This design comes from an exercise in tuning for small area, a short achievable clock period and few clock cycles on the open sky130 flow, not from production work.
In this exercise RTL edits were held to simulation tests only and were not proved equivalent to the original.

## dec_round_key_gen
module dec_round_key_gen
#(
    parameter int NW_MAX = NW_MAX_DEF,
    parameter int KEY_W  = KEY_W_DEF
) (
    input  logic             i_Clk,
    input  logic             i_Rst,
    input  logic             i_Start,
    input  logic [KEY_W-1:0] i_Key,
    input  logic [1:0]       i_Key_Mode,
    input  logic             i_Round_Ready,
    output logic [127:0]     o_Round_Key,
    output logic             o_Round_Valid,
    output logic [3:0]       o_Round_Idx,
    output logic             o_Last,
    output logic             o_Busy
);
==> flow/config.mk <==
export PLATFORM = sky130hd
export DESIGN_NAME = dec_round_key_gen
export DESIGN_NICKNAME = dec_round_key_gen
export VERILOG_FILES = /design/flow/design.v
export SDC_FILE = /design/flow/constraint.sdc
export NUM_CORES = 8
export LEC_CHECK = 0
export CAP_MARGIN = 20
export CORE_MARGIN = 2
export CORE_UTILIZATION = 40
export SETUP_SLACK_MARGIN = 2.0
export SLEW_MARGIN = 20
==> flow/constraint.sdc <==
create_clock -name core_clock -period 32.0 [get_ports {i_Clk}]
set_input_delay 6.4000 -clock core_clock [delete_from_list [all_inputs] [get_ports {i_Clk}]]
set_output_delay 6.4000 -clock core_clock [all_outputs]
set_load 0.01 [all_outputs]
standard.sh (not shown) runs the stock make flow with config.mk's settings and CLKGATE_MAP_FILE= SYNTH_SCRIPT=/design/flow/synth_recipe.tcl, a recipe that flattens the netlist after the stock synthesis.
==> flow/flow/run.sh <==
#!/bin/bash
# Layout flow: the standard ORFS flow (standard.sh) with these changes, set in flow/params.sh:
#  1. Synthesis maps the logic with an area-oriented ABC script (flow/area.abc) in place of
#     ORFS's speed script. Registers are mapped before ABC runs, so they are exactly the
#     standard synthesis's registers, with the same names and cells.
#  2. ORFS's timing repair aims for MARGIN ns of setup slack at the design's clock period,
#     instead of the small default margin.
#  3. Ports are buffered with BUF_CELL (every input and output still gets its own buffer).
# Every tool's output goes to ORFS's per-step logs under orfs/logs, and make's to flow.log.
set -uo pipefail
W=$PWD
source flow/params.sh
{
  echo "proc abc {args} { set i [lsearch \$args -script]; if {\$i >= 0} { set args [lreplace \$args \$i [expr {\$i+1}] -script $W/flow/area.abc] }; yosys abc {*}\$args }"
  cat synth_recipe.tcl
} > my_synth.tcl
sed -e "s#SYNTH_SCRIPT=[^ ]*#SYNTH_SCRIPT=$W/my_synth.tcl#" \
    -e "s#SETUP_SLACK_MARGIN=[^ ]*#SETUP_SLACK_MARGIN=$MARGIN#" standard.sh > my_standard.sh
export BUFFER_PORTS_ARGS="-buffer_cell $BUF_CELL"
bash my_standard.sh > flow.log 2>&1
==> flow/flow/area.abc <==
strash
&get -n
&dch -f
&nf -R 1000
&put
==> flow/flow/params.sh <==
MARGIN=24.5
BUF_CELL=sky130_fd_sc_hd__buf_1
The starting point went through all stages and came out clean.
Testbench counts at the start, summed over its fixed seeds: cycles 5,064.
==> next run, changes <==
==> flow/flow/run.sh (replaced) <==
#!/bin/bash
# Layout flow: the standard ORFS flow (standard.sh) with two changes.
#  1. Synthesis maps the logic with an area-oriented ABC script (flow/area.abc) in place of
#     ORFS's speed script. Registers are mapped before ABC runs, so they are exactly the
#     standard synthesis's registers, with the same names and cells.
#  2. ORFS's timing repair aims for the setup slack in flow/margin.txt (ns) at the design's
#     clock period, instead of the small default margin.
# Every tool's output goes to ORFS's per-step logs under orfs/logs, and make's to flow.log.
set -uo pipefail
W=$PWD
MARGIN=$(cat flow/margin.txt)
{
  echo "proc abc {args} { set i [lsearch \$args -script]; if {\$i >= 0} { set args [lreplace \$args \$i [expr {\$i+1}] -script $W/flow/area.abc] }; yosys abc {*}\$args }"
  cat synth_recipe.tcl
} > my_synth.tcl
sed -e "s#SYNTH_SCRIPT=[^ ]*#SYNTH_SCRIPT=$W/my_synth.tcl#" \
    -e "s#SETUP_SLACK_MARGIN=[^ ]*#SETUP_SLACK_MARGIN=$MARGIN#" standard.sh > my_standard.sh
bash my_standard.sh > flow.log 2>&1
==> flow/flow/margin.txt (new file) <==
24
removed: flow/flow/params.sh
=> The new run produced a clean layout; cell count decreases by 2.2%; design area increases by 4.2%; via count increases by 0.71%.

* * *

Another version of the RTL of dec_round_key_gen (not shown whole).
Size in the first run: roughly 290 flip-flops, about 400 I/O pins, ~25,000 µm² of cells after synthesis.
Settings: LEC_CHECK=0, CAP_MARGIN=20, CORE_MARGIN=2, CORE_UTILIZATION=50, SETUP_SLACK_MARGIN=2.0, SLEW_MARGIN=20; clock period 32.0 ns.
==> flow/flow/run.sh <==
#!/bin/bash
# Layout flow: the standard ORFS flow (standard.sh) with these changes, set in flow/params.sh:
#  1. Synthesis maps the logic with an area-oriented ABC script (flow/area.abc) in place of
#     ORFS's speed script. Registers are mapped before ABC runs, so they are exactly the
#     standard synthesis's registers, with the same names and cells.
#  2. ORFS's timing repair aims for MARGIN ns of setup slack at the design's clock period,
#     instead of the small default margin.
#  3. Ports are buffered with BUF_CELL (every input and output still gets its own buffer).
# Every tool's output goes to ORFS's per-step logs under orfs/logs, and make's to flow.log.
set -uo pipefail
W=$PWD
source flow/params.sh
{
  echo "proc abc {args} { set i [lsearch \$args -script]; if {\$i >= 0} { set args [lreplace \$args \$i [expr {\$i+1}] -script $W/flow/area.abc] }; yosys abc {*}\$args }"
  cat synth_recipe.tcl
} > my_synth.tcl
sed -e "s#SYNTH_SCRIPT=[^ ]*#SYNTH_SCRIPT=$W/my_synth.tcl#" \
    -e "s#SETUP_SLACK_MARGIN=[^ ]*#SETUP_SLACK_MARGIN=$MARGIN#" standard.sh > my_standard.sh
export BUFFER_PORTS_ARGS="-buffer_cell $BUF_CELL"
bash my_standard.sh > flow.log 2>&1
==> flow/flow/params.sh <==
MARGIN=24.3
BUF_CELL=sky130_fd_sc_hd__buf_1
Scripts as last shown in full above: flow/flow/area.abc
Testbench counts at the start, summed over its fixed seeds: cycles 5,064.
Next try:
--- a/flow/config.mk
+++ b/flow/config.mk
@@ -9,4 +9,6 @@
 export CORE_MARGIN = 2
 export CORE_UTILIZATION = 50
+export CTS_CLUSTER_DIAMETER = 100
+export CTS_CLUSTER_SIZE = 20
 export SETUP_SLACK_MARGIN = 2.0
 export SLEW_MARGIN = 20
Effect:
- cell area fell by 1.7%
- via count hardly moves
- synthesized area is unchanged
- final cell count came out lower by 0.60%
- fmax stays flat

[port drivers added, routing unchanged]
No port has a modelled driver above. Below, the same layouts with a new extraction and two added sets of constraints. Step 1: set_driving_cell puts a clkbuf_16 on i_Clk and a buf_2 on each other input, an assumption about the parent block. Step 2 moves the port delays by t, midway between the first and last clock arrival at a register: inputs arrive t later, outputs are due t later. That takes back most of the time a late clock gives input paths. a / b / c = no drivers / after step 1 / after step 2; a / b = the first two.
run	shift t [ns]	slack for setup (ns)	latest minus earliest clock arrival (ns)	worst slew at a driven data input, ns	cell pins on the clock port's net
the first run of note 1	0.609	24.323 / 24.264 / 23.974	0.015 / 0.015	0.12	1
the second run of note 1	0.622	24.030 / 23.964 / 23.540	0.018 / 0.018	0.05	1
the first run of note 2	0.621	24.315 / 24.251 / 23.732	0.021 / 0.021	0.10	1
the second run of note 2	0.614	24.315 / 24.249 / 23.838	0.021 / 0.022	0.11	1
After both steps setup and hold are still met in every run listed. For the first run of note 2, which loses most, drivers alone change the setup slack by -0.064 ns; drivers and shift together by -0.583 ns.
